This design comes from an exercise in tuning for a short achievable clock period and few clock cycles per item on the open sky130 flow, not from production work.
In this exercise RTL edits were held to simulation tests only and were not proved equivalent to the original.

==> inputs of ember <==
==> flow/design.v <==
`timescale 1ns/1ps
module backend_top #(
	parameter int N  = 64,             
	parameter int LN = 6               
) (
	input  logic        clock,
	input  logic        reset,
	input  logic [2:0]  in_valid,
	input  logic [47:0] in_words,
	output logic        in_ready,
	input  logic [2:0]  complete_valid,
	input  logic [8:0]  complete_tag,
	input  logic [47:0] complete_value,
	output logic [2:0]  alloc_valid,
	output logic [8:0]  alloc_tag,
	output logic [2:0]  retire_valid,
	output logic [11:0] retire_dest,
	output logic [47:0] retire_value,
	input  logic [3:0]  read_index,
	output logic [15:0] read_data
);
	localparam int R = N / 4;                 
	logic [3:0]   rob_dest [4][R];
	logic [15:0]  rob_val  [4][R];
	logic [R-1:0] rob_done [4];    
	logic [3:0]   acc_bk, rep_bk, ret_bk;
	logic [R-1:0] acc_row [4], rep_row [4], ret_row [4];
	logic [LN-1:0] rep_b;                    
	logic [N-1:0] used_t;                    
	logic         ready_q;
	logic [N-1:0] pq;
	logic [N-1:0] pc_t;                      
	logic [2:0]   fq [8];
	logic [7:0]   fc_t;                      
	logic [LN-1:0] tag_slot [8];
	logic [2:0]   av_q;
	logic [8:0]   at_q;
	logic [15:0]  arch_regs [16];
	assign alloc_valid = av_q;
	assign alloc_tag = at_q;
	assign in_ready = ready_q;
	function automatic logic [R-1:0] rot1(input logic [R-1:0] x);
		rot1 = {x[R-2:0], x[R-1]};
	endfunction
	function automatic logic [3:0] rotb(input logic [3:0] x, input logic [3:0] k_oh);
		rotb = ({4{k_oh[0]}} & x) | ({4{k_oh[1]}} & {x[2:0], x[3]}) |
			({4{k_oh[2]}} & {x[1:0], x[3:2]}) | ({4{k_oh[3]}} & {x[0], x[3:1]});
	endfunction
	function automatic logic [3:0] bpos(input logic [3:0] p, input int b);
		for (int k = 0; k < 4; k++) bpos[k] = p[(b - k + 4) % 4];
	endfunction
	logic [2:0] nn_t;           
	logic [2:0] nb;             
	assign nn_t = {ready_q & in_valid[0], ready_q & in_valid[1], ready_q & in_valid[2]};
	assign nb = {~in_words[15], ~in_words[31], ~in_words[47]};
	logic [2:0] ft [3];
	logic [2:0] fn_t;
	logic [2:0] cv;
	assign cv = complete_valid;
	always_comb begin
		ft[0] = cv[0] ? complete_tag[2:0] : cv[1] ? complete_tag[5:3] : complete_tag[8:6];
		ft[1] = (cv[0] & cv[1]) ? complete_tag[5:3] : complete_tag[8:6];
		ft[2] = complete_tag[8:6];
		fn_t[0] = cv[0] | cv[1] | cv[2];
		fn_t[1] = (cv[0] & cv[1]) | (cv[0] & cv[2]) | (cv[1] & cv[2]);
		fn_t[2] = cv[0] & cv[1] & cv[2];
	end
	logic [2:0] wr;             
	logic [2:0] wa;             
	logic [2:0] tw [3];         
	logic [2:0] fa_t;           
	logic [2:0] rv;
	logic [3:0] n_oh, tn_oh;    
	logic [2:0] lt [3];         
	always_comb begin
		wr[0] = pc_t[0] ? pq[0] : nb[0];
		wr[1] = pc_t[1] ? pq[1] : pc_t[0] ? nb[0] : nb[1];
		wr[2] = pc_t[2] ? pq[2] : pc_t[1] ? nb[0] : pc_t[0] ? nb[1] : nb[2];
		wa[0] = pc_t[0] | nn_t[0];
		wa[1] = pc_t[1] | (pc_t[0] & nn_t[0]) | nn_t[1];
		wa[2] = pc_t[2] | (pc_t[1] & nn_t[0]) | (pc_t[0] & nn_t[1]) | nn_t[2];
		tw[0] = fc_t[0] ? fq[0] : ft[0];
		tw[1] = fc_t[1] ? fq[1] : fc_t[0] ? ft[0] : ft[1];
		tw[2] = fc_t[2] ? fq[2] : fc_t[1] ? ft[0] : fc_t[0] ? ft[1] : ft[2];
		fa_t[0] = fc_t[0] | fn_t[0];
		fa_t[1] = fc_t[1] | (fc_t[0] & fn_t[0]) | fn_t[1];
		fa_t[2] = fc_t[2] | (fc_t[1] & fn_t[0]) | (fc_t[0] & fn_t[1]) | fn_t[2];
		rv[0] = wa[0] & (~wr[0] | fa_t[0]);
		rv[1] = rv[0] & wa[1] & (~wr[1] | (wr[0] ? fa_t[1] : fa_t[0]));
		rv[2] = rv[1] & wa[2] & (~wr[2] | ((wr[0] & wr[1]) ? fa_t[2] : (wr[0] | wr[1]) ? fa_t[1] : fa_t[0]));
		n_oh = {rv[2], rv[1] & ~rv[2], rv[0] & ~rv[1], ~rv[0]};
		tn_oh = 4'b0000;
		case ({rv[2] & wr[2], rv[1] & wr[1], rv[0] & wr[0]})
			3'b000: tn_oh = 4'b0001;
			3'b001, 3'b010, 3'b100: tn_oh = 4'b0010;
			3'b011, 3'b101, 3'b110: tn_oh = 4'b0100;
			default: tn_oh = 4'b1000;
		endcase
		lt[0] = tw[0];
		lt[1] = wr[0] ? tw[1] : tw[0];
		lt[2] = (wr[0] & wr[1]) ? tw[2] : (wr[0] | wr[1]) ? tw[1] : tw[0];
	end
	logic [N+2:0] c_q, c_t;
	logic [10:0]  f_t;
	logic [2:0]   f_q [11];
	logic [N-1:0] pq_next, pc_t_next;
	logic [7:0]   fc_t_next;
	logic [2:0]   fq_next [8];
	function automatic logic tbit_n(input logic [N-1:0] t, input int i);
		if (i < 0) tbit_n = 1'b1;
		else if (i >= N) tbit_n = 1'b0;
		else tbit_n = t[i % N];
	endfunction
	function automatic logic tbit_8(input logic [7:0] t, input int i);
		if (i < 0) tbit_8 = 1'b1;
		else if (i >= 8) tbit_8 = 1'b0;
		else tbit_8 = t[i % 8];
	endfunction
	always_comb begin
		for (int s = 0; s < N + 3; s++) begin
			if (tbit_n(pc_t, s)) c_q[s] = (s < N) ? pq[s % N] : 1'b0;
			else if (tbit_n(pc_t, s - 1)) c_q[s] = nb[0];
			else if (tbit_n(pc_t, s - 2)) c_q[s] = nb[1];
			else c_q[s] = nb[2];
			c_t[s] = tbit_n(pc_t, s) | (nn_t[0] & tbit_n(pc_t, s - 1)) |
				(nn_t[1] & tbit_n(pc_t, s - 2)) | (nn_t[2] & tbit_n(pc_t, s - 3));
		end
		for (int j = 0; j < N; j++) begin
			pq_next[j] = (n_oh[0] & c_q[j]) | (n_oh[1] & c_q[j + 1]) |
				(n_oh[2] & c_q[j + 2]) | (n_oh[3] & c_q[j + 3]);
			pc_t_next[j] = (n_oh[0] & c_t[j]) | (n_oh[1] & c_t[j + 1]) |
				(n_oh[2] & c_t[j + 2]) | (n_oh[3] & c_t[j + 3]);
		end
		for (int s = 0; s < 11; s++) begin
			if (tbit_8(fc_t, s)) f_q[s] = (s < 8) ? fq[s % 8] : 3'd0;
			else if (tbit_8(fc_t, s - 1)) f_q[s] = ft[0];
			else if (tbit_8(fc_t, s - 2)) f_q[s] = ft[1];
			else f_q[s] = ft[2];
			f_t[s] = tbit_8(fc_t, s) | (fn_t[0] & tbit_8(fc_t, s - 1)) |
				(fn_t[1] & tbit_8(fc_t, s - 2)) | (fn_t[2] & tbit_8(fc_t, s - 3));
		end
		for (int j = 0; j < 8; j++) begin
			fq_next[j] = ({3{tn_oh[0]}} & f_q[j]) | ({3{tn_oh[1]}} & f_q[j + 1]) |
				({3{tn_oh[2]}} & f_q[j + 2]) | ({3{tn_oh[3]}} & f_q[j + 3]);
			fc_t_next[j] = (tn_oh[0] & f_t[j]) | (tn_oh[1] & f_t[j + 1]) |
				(tn_oh[2] & f_t[j + 2]) | (tn_oh[3] & f_t[j + 3]);
		end
	end
	logic [2:0]   tv;
	logic [3:0]   rn_oh;
	logic [3:0]   rdest [3];
	logic [15:0]  rval [3];
	logic [3:0]   bk_done;
	logic [3:0]   bk_dest [4];
	logic [15:0]  bk_val [4];
	always_comb begin
		for (int b = 0; b < 4; b++) begin
			bk_done[b] = |(ret_row[b] & rob_done[b]);
			bk_dest[b] = 4'h0;
			bk_val[b] = 16'h0000;
			for (int r = 0; r < R; r++) begin
				bk_dest[b] = bk_dest[b] | (rob_dest[b][r] & {4{ret_row[b][r]}});
				bk_val[b] = bk_val[b] | (rob_val[b][r] & {16{ret_row[b][r]}});
			end
		end
		for (int k = 0; k < 3; k++) begin
			logic d;
			d = 1'b0;
			rdest[k] = 4'h0;
			rval[k] = 16'h0000;
			for (int b = 0; b < 4; b++) begin
				if (ret_bk[(b - k + 4) % 4]) begin
					d = d | bk_done[b];
					rdest[k] = rdest[k] | bk_dest[b];
					rval[k] = rval[k] | bk_val[b];
				end
			end
			tv[k] = d;
		end
		tv[1] = tv[1] & tv[0];
		tv[2] = tv[2] & tv[1];
		rn_oh = {tv[2], tv[1] & ~tv[2], tv[0] & ~tv[1], ~tv[0]};
	end
	logic [N-1:0] used_t_next;
	logic [6:0]   d_oh;         
	always_comb begin
		logic [3:0] nn_oh;
		nn_oh = {nn_t[2], nn_t[1] & ~nn_t[2], nn_t[0] & ~nn_t[1], ~nn_t[0]};
		d_oh = 7'b0;
		for (int a = 0; a < 4; a++)
			for (int r = 0; r < 4; r++)
				d_oh[3 + a - r] = d_oh[3 + a - r] | (nn_oh[a] & rn_oh[r]);
		for (int i = 0; i < N; i++) begin
			used_t_next[i] = 1'b0;
			for (int d = -3; d <= 3; d++) used_t_next[i] = used_t_next[i] | (d_oh[3 + d] & tbit_n(used_t, i - d));
		end
	end
	always_ff @(posedge clock) begin
		if (reset) begin
			acc_bk <= 4'b0001;
			rep_bk <= 4'b0001;
			ret_bk <= 4'b0001;
			for (int b = 0; b < 4; b++) begin
				acc_row[b] <= R'(1);
				rep_row[b] <= R'(1);
				ret_row[b] <= R'(1);
			end
			rep_b <= '0;
			used_t <= '0;
			ready_q <= 1'b1;
			pc_t <= '0;
			fc_t <= 8'hff;
			av_q <= 3'b000;
			retire_valid <= 3'b000;
		end else begin
			acc_bk <= rotb(acc_bk, {nn_t[2], nn_t[1] & ~nn_t[2], nn_t[0] & ~nn_t[1], ~nn_t[0]});
			rep_bk <= rotb(rep_bk, n_oh);
			ret_bk <= rotb(ret_bk, rn_oh);
			for (int b = 0; b < 4; b++) begin
				if (acc_we[b]) acc_row[b] <= rot1(acc_row[b]);
				if (rep_adv[b]) rep_row[b] <= rot1(rep_row[b]);
				if (ret_adv[b]) ret_row[b] <= rot1(ret_row[b]);
			end
			rep_b <= rep_b + (n_oh[3] ? LN'(3) : n_oh[2] ? LN'(2) : n_oh[1] ? LN'(1) : LN'(0));
			used_t <= used_t_next;
			ready_q <= ~used_t_next[N-3];
			pc_t <= pc_t_next;
			fc_t <= fc_t_next;
			av_q <= {rv[0], rv[1], rv[2]};
			retire_valid <= {tv[0], tv[1], tv[2]};
		end
	end
	always_ff @(posedge clock) begin
		if (reset) begin
			for (int t = 0; t < 8; t++) fq[t] <= 3'(t);
		end else begin
			for (int t = 0; t < 8; t++) fq[t] <= fq_next[t];
		end
	end
	always_ff @(posedge clock) begin
		pq <= pq_next;
		for (int k = 0; k < 3; k++) begin
			at_q[3*(2-k) +: 3] <= lt[k];
			if (rv[k] && wr[k]) tag_slot[lt[k]] <= rep_b + LN'(k);
		end
	end
	logic [3:0]  acc_we, rep_adv, ret_adv, rep_imm;
	logic [3:0]  acc_dest [4];
	logic [7:0]  acc_imm [4];
	logic [R-1:0] comp_hit [4][3];
	always_comb begin
		for (int b = 0; b < 4; b++) begin
			logic [3:0] ap, pp, tp;
			ap = bpos(acc_bk, b);
			pp = bpos(rep_bk, b);
			tp = bpos(ret_bk, b);
			acc_we[b] = (ap[0] & nn_t[0]) | (ap[1] & nn_t[1]) | (ap[2] & nn_t[2]);
			acc_dest[b] = ap[0] ? in_words[40 +: 4] : ap[1] ? in_words[24 +: 4] : in_words[8 +: 4];
			acc_imm[b] = ap[0] ? in_words[32 +: 8] : ap[1] ? in_words[16 +: 8] : in_words[0 +: 8];
			rep_adv[b] = (pp[0] & rv[0]) | (pp[1] & rv[1]) | (pp[2] & rv[2]);
			rep_imm[b] = (pp[0] & rv[0] & ~wr[0]) | (pp[1] & rv[1] & ~wr[1]) | (pp[2] & rv[2] & ~wr[2]);
			ret_adv[b] = (tp[0] & tv[0]) | (tp[1] & tv[1]) | (tp[2] & tv[2]);
			for (int i = 0; i < 3; i++) begin
				logic [LN-1:0] sl;
				sl = tag_slot[complete_tag[3*i +: 3]];
				for (int r = 0; r < R; r++) comp_hit[b][i][r] = cv[i] && (sl == LN'(4 * r + b));
			end
		end
	end
	always_ff @(posedge clock) begin
		for (int b = 0; b < 4; b++) begin
			for (int r = 0; r < R; r++) begin
				if (acc_we[b] && acc_row[b][r]) begin
					rob_dest[b][r] <= acc_dest[b];
					rob_val[b][r] <= {8'h00, acc_imm[b]};
				end
				for (int i = 0; i < 3; i++) begin
					if (comp_hit[b][i][r]) rob_val[b][r] <= complete_value[16*i +: 16];
				end
			end
		end
	end
	always_ff @(posedge clock) begin
		for (int b = 0; b < 4; b++) begin
			if (reset) begin
				rob_done[b] <= '0;
			end else begin
				for (int r = 0; r < R; r++) begin
					if (ret_adv[b] && ret_row[b][r]) rob_done[b][r] <= 1'b0;
					if (acc_we[b] && acc_row[b][r]) rob_done[b][r] <= 1'b0;
					if (rep_imm[b] && rep_row[b][r]) rob_done[b][r] <= 1'b1;
					for (int i = 0; i < 3; i++) begin
						if (comp_hit[b][i][r]) rob_done[b][r] <= 1'b1;
					end
				end
			end
		end
	end
	always_ff @(posedge clock) begin
		for (int k = 0; k < 3; k++) begin
			retire_dest[4*(2-k) +: 4] <= rdest[k];
			retire_value[16*(2-k) +: 16] <= rval[k];
		end
	end
	always_ff @(posedge clock) begin
		if (reset) begin
			for (int r = 0; r < 16; r++) arch_regs[r] <= 16'h0000;
		end else begin
			for (int k = 0; k < 3; k++) begin  
				if (tv[k]) arch_regs[rdest[k]] <= rval[k];
			end
		end
	end
	logic [15:0] read_sel;
	always_comb begin
		for (int r = 0; r < 16; r++) read_sel[r] = (read_index == 4'(r));
		read_data = 16'h0000;
		for (int r = 0; r < 16; r++) read_data = read_data | (arch_regs[r] & {16{read_sel[r]}});
	end
endmodule
==> flow/run.sh <==
#!/bin/bash
# synth_recipe.tcl (not shown) runs the flow's synth.tcl, then flattens the netlist and writes it again
# the make line also repeats each setting of config.mk as NAME=value (left out here)
make -C /OpenROAD-flow-scripts/flow DESIGN_CONFIG=/design/flow/config.mk WORK_HOME=/design/flow/orfs CLKGATE_MAP_FILE= SYNTH_SCRIPT=/design/flow/synth_recipe.tcl finish
==> flow/config.mk <==
export PLATFORM = sky130hd
export DESIGN_NAME = backend_top
export DESIGN_NICKNAME = backend_top
export VERILOG_FILES = /design/flow/design.v
export SDC_FILE = /design/flow/constraint.sdc
export NUM_CORES = 4
export LEC_CHECK = 0
export ABC_CLOCK_PERIOD_IN_PS = 3000
export CAP_MARGIN = 20
export CORE_MARGIN = 2
export CORE_UTILIZATION = 35
export PLACE_DENSITY = 0.5
export SETUP_SLACK_MARGIN = 2.6
export SLEW_MARGIN = 20
export TNS_END_PERCENT = 5
==> flow/constraint.sdc <==
create_clock -name core_clock -period 6.5 [get_ports {clock}]
set_input_delay 1.3000 -clock core_clock [delete_from_list [all_inputs] [get_ports {clock}]]
set_output_delay 1.3000 -clock core_clock [all_outputs]
set_load 0.01 [all_outputs]
==> violet: changes against ember <==
--- a/flow/design.v
+++ b/flow/design.v
@@ -244,6 +244,17 @@
 			if (rv[k] && wr[k]) tag_slot[lt[k]] <= rep_b + LN'(k);
 		end
 	end
+	logic [2:0]    cq_v;
+	logic [LN-1:0] cq_slot [3];
+	logic [15:0]   cq_val [3];
+	always_ff @(posedge clock) begin
+		if (reset) cq_v <= 3'b000;
+		else cq_v <= cv;
+		for (int i = 0; i < 3; i++) begin
+			cq_slot[i] <= tag_slot[complete_tag[3*i +: 3]];
+			cq_val[i] <= complete_value[16*i +: 16];
+		end
+	end
 	logic [3:0]  acc_we, rep_adv, ret_adv, rep_imm;
 	logic [3:0]  acc_dest [4];
 	logic [7:0]  acc_imm [4];
@@ -261,9 +272,7 @@
 			rep_imm[b] = (pp[0] & rv[0] & ~wr[0]) | (pp[1] & rv[1] & ~wr[1]) | (pp[2] & rv[2] & ~wr[2]);
 			ret_adv[b] = (tp[0] & tv[0]) | (tp[1] & tv[1]) | (tp[2] & tv[2]);
 			for (int i = 0; i < 3; i++) begin
-				logic [LN-1:0] sl;
-				sl = tag_slot[complete_tag[3*i +: 3]];
-				for (int r = 0; r < R; r++) comp_hit[b][i][r] = cv[i] && (sl == LN'(4 * r + b));
+				for (int r = 0; r < R; r++) comp_hit[b][i][r] = cq_v[i] && (cq_slot[i] == LN'(4 * r + b));
 			end
 		end
 	end
@@ -275,7 +284,7 @@
 					rob_val[b][r] <= {8'h00, acc_imm[b]};
 				end
 				for (int i = 0; i < 3; i++) begin
-					if (comp_hit[b][i][r]) rob_val[b][r] <= complete_value[16*i +: 16];
+					if (comp_hit[b][i][r]) rob_val[b][r] <= cq_val[i];
 				end
 			end
 		end
- CORE_UTILIZATION: 35 -> 40
- PLACE_DENSITY: 0.5 -> 0.6
==> willow: changes against ember <==
--- a/flow/design.v
+++ b/flow/design.v
@@ -33,11 +33,9 @@
 	logic [2:0]   fq [8];
 	logic [7:0]   fc_t;                      
 	logic [LN-1:0] tag_slot [8];
-	logic [2:0]   av_q;
-	logic [8:0]   at_q;
 	logic [15:0]  arch_regs [16];
-	assign alloc_valid = av_q;
-	assign alloc_tag = at_q;
+	assign alloc_valid = {rv[0], rv[1], rv[2]};
+	assign alloc_tag = {lt[0], lt[1], lt[2]};
 	assign in_ready = ready_q;
 	function automatic logic [R-1:0] rot1(input logic [R-1:0] x);
 		rot1 = {x[R-2:0], x[R-1]};
@@ -79,12 +77,10 @@
 		wa[0] = pc_t[0] | nn_t[0];
 		wa[1] = pc_t[1] | (pc_t[0] & nn_t[0]) | nn_t[1];
 		wa[2] = pc_t[2] | (pc_t[1] & nn_t[0]) | (pc_t[0] & nn_t[1]) | nn_t[2];
-		tw[0] = fc_t[0] ? fq[0] : ft[0];
-		tw[1] = fc_t[1] ? fq[1] : fc_t[0] ? ft[0] : ft[1];
-		tw[2] = fc_t[2] ? fq[2] : fc_t[1] ? ft[0] : fc_t[0] ? ft[1] : ft[2];
-		fa_t[0] = fc_t[0] | fn_t[0];
-		fa_t[1] = fc_t[1] | (fc_t[0] & fn_t[0]) | fn_t[1];
-		fa_t[2] = fc_t[2] | (fc_t[1] & fn_t[0]) | (fc_t[0] & fn_t[1]) | fn_t[2];
+		tw[0] = fq[0];
+		tw[1] = fq[1];
+		tw[2] = fq[2];
+		fa_t = fc_t[2:0];
 		rv[0] = wa[0] & (~wr[0] | fa_t[0]);
 		rv[1] = rv[0] & wa[1] & (~wr[1] | (wr[0] ? fa_t[1] : fa_t[0]));
 		rv[2] = rv[1] & wa[2] & (~wr[2] | ((wr[0] & wr[1]) ? fa_t[2] : (wr[0] | wr[1]) ? fa_t[1] : fa_t[0]));
@@ -210,7 +206,6 @@
 			ready_q <= 1'b1;
 			pc_t <= '0;
 			fc_t <= 8'hff;
-			av_q <= 3'b000;
 			retire_valid <= 3'b000;
 		end else begin
 			acc_bk <= rotb(acc_bk, {nn_t[2], nn_t[1] & ~nn_t[2], nn_t[0] & ~nn_t[1], ~nn_t[0]});
@@ -226,7 +221,6 @@
 			ready_q <= ~used_t_next[N-3];
 			pc_t <= pc_t_next;
 			fc_t <= fc_t_next;
-			av_q <= {rv[0], rv[1], rv[2]};
 			retire_valid <= {tv[0], tv[1], tv[2]};
 		end
 	end
@@ -240,10 +234,21 @@
 	always_ff @(posedge clock) begin
 		pq <= pq_next;
 		for (int k = 0; k < 3; k++) begin
-			at_q[3*(2-k) +: 3] <= lt[k];
 			if (rv[k] && wr[k]) tag_slot[lt[k]] <= rep_b + LN'(k);
 		end
 	end
+	logic [R-1:0]  cq_hit [4][3];
+	logic [15:0]   cq_val [3];
+	always_ff @(posedge clock) begin
+		for (int i = 0; i < 3; i++) begin
+			logic [LN-1:0] sl;
+			sl = tag_slot[complete_tag[3*i +: 3]];
+			for (int b = 0; b < 4; b++)
+				for (int r = 0; r < R; r++)
+					cq_hit[b][i][r] <= !reset && cv[i] && (sl == LN'(4 * r + b));
+			cq_val[i] <= complete_value[16*i +: 16];
+		end
+	end
 	logic [3:0]  acc_we, rep_adv, ret_adv, rep_imm;
 	logic [3:0]  acc_dest [4];
 	logic [7:0]  acc_imm [4];
@@ -260,11 +265,7 @@
 			rep_adv[b] = (pp[0] & rv[0]) | (pp[1] & rv[1]) | (pp[2] & rv[2]);
 			rep_imm[b] = (pp[0] & rv[0] & ~wr[0]) | (pp[1] & rv[1] & ~wr[1]) | (pp[2] & rv[2] & ~wr[2]);
 			ret_adv[b] = (tp[0] & tv[0]) | (tp[1] & tv[1]) | (tp[2] & tv[2]);
-			for (int i = 0; i < 3; i++) begin
-				logic [LN-1:0] sl;
-				sl = tag_slot[complete_tag[3*i +: 3]];
-				for (int r = 0; r < R; r++) comp_hit[b][i][r] = cv[i] && (sl == LN'(4 * r + b));
-			end
+			for (int i = 0; i < 3; i++) comp_hit[b][i] = cq_hit[b][i];
 		end
 	end
 	always_ff @(posedge clock) begin
@@ -275,7 +276,7 @@
 					rob_val[b][r] <= {8'h00, acc_imm[b]};
 				end
 				for (int i = 0; i < 3; i++) begin
-					if (comp_hit[b][i][r]) rob_val[b][r] <= complete_value[16*i +: 16];
+					if (comp_hit[b][i][r]) rob_val[b][r] <= cq_val[i];
 				end
 			end
 		end
- CORE_UTILIZATION: 35 -> 40
- PLACE_DENSITY: 0.5 -> 0.6
==> results.txt <==
- violet finished with timing, DRC and antenna clean. willow passed the timing, design-rule and antenna checks. ember completed with no timing, DRC or antenna violations.
- Clock skew: willow is lower than violet (0.045 ns).
- Against ember, the register-to-register slack of willow is worse by 0.15 ns.
- Non-clock buffer count: violet < willow < ember.
- Die area: violet < willow < ember.
- Maximum frequency: violet > willow > ember.
- Cell count: willow > ember > violet.
- Utilization: violet > willow > ember.
- Between violet and ember, the lower global-route usage is in ember (gap 0.76 points).
- Between violet and willow, the lower setup slack is in willow (gap 0.064 ns).
- In ember the first-iteration DRC count is smaller than in willow, by about 12%.
- Clock-buffer cell count: violet < ember < willow.
Testbench counts of ember, summed over its fixed seeds: cycles 3,036, items 6,602.
Testbench counts of violet, summed over its fixed seeds: cycles 3,046, items 6,602.
Testbench counts of willow, summed over its fixed seeds: cycles 3,036, items 6,602.

re-timing with driven ports:
The results above use ideal ports. As a check the final layouts listed here were re-extracted and re-timed, cells and wires unchanged.
Step 1 assumes that a clkbuf_16 drives the clock port and a buf_2 every other input.
Step 2 also shifts input and output timing later by t, the mid clock arrival at the registers, as if the neighbouring blocks saw the same clock.
Three values: ideal ports, drivers, drivers and shift; two values: the first two.
run | t, ns | setup WS [ns] | clock arrival spread, ns | worst slew at a driven data input, ns | pins driven straight from the clock port
ember | 1.024 | 2.139 / 2.069 / 1.282 | 0.075 / 0.076 | 0.16 | 1
violet | 1.006 | 2.216 / 2.137 / 1.408 | 0.102 / 0.102 | 0.11 | 1
willow | 1.021 | 2.152 / 2.152 / 1.297 | 0.054 / 0.054 | 0.08 | 1
After both steps setup and hold are still met in every run listed. The setup slack of ember, which loses most, moves by -0.070 ns with the drivers and by -0.857 ns with both steps.
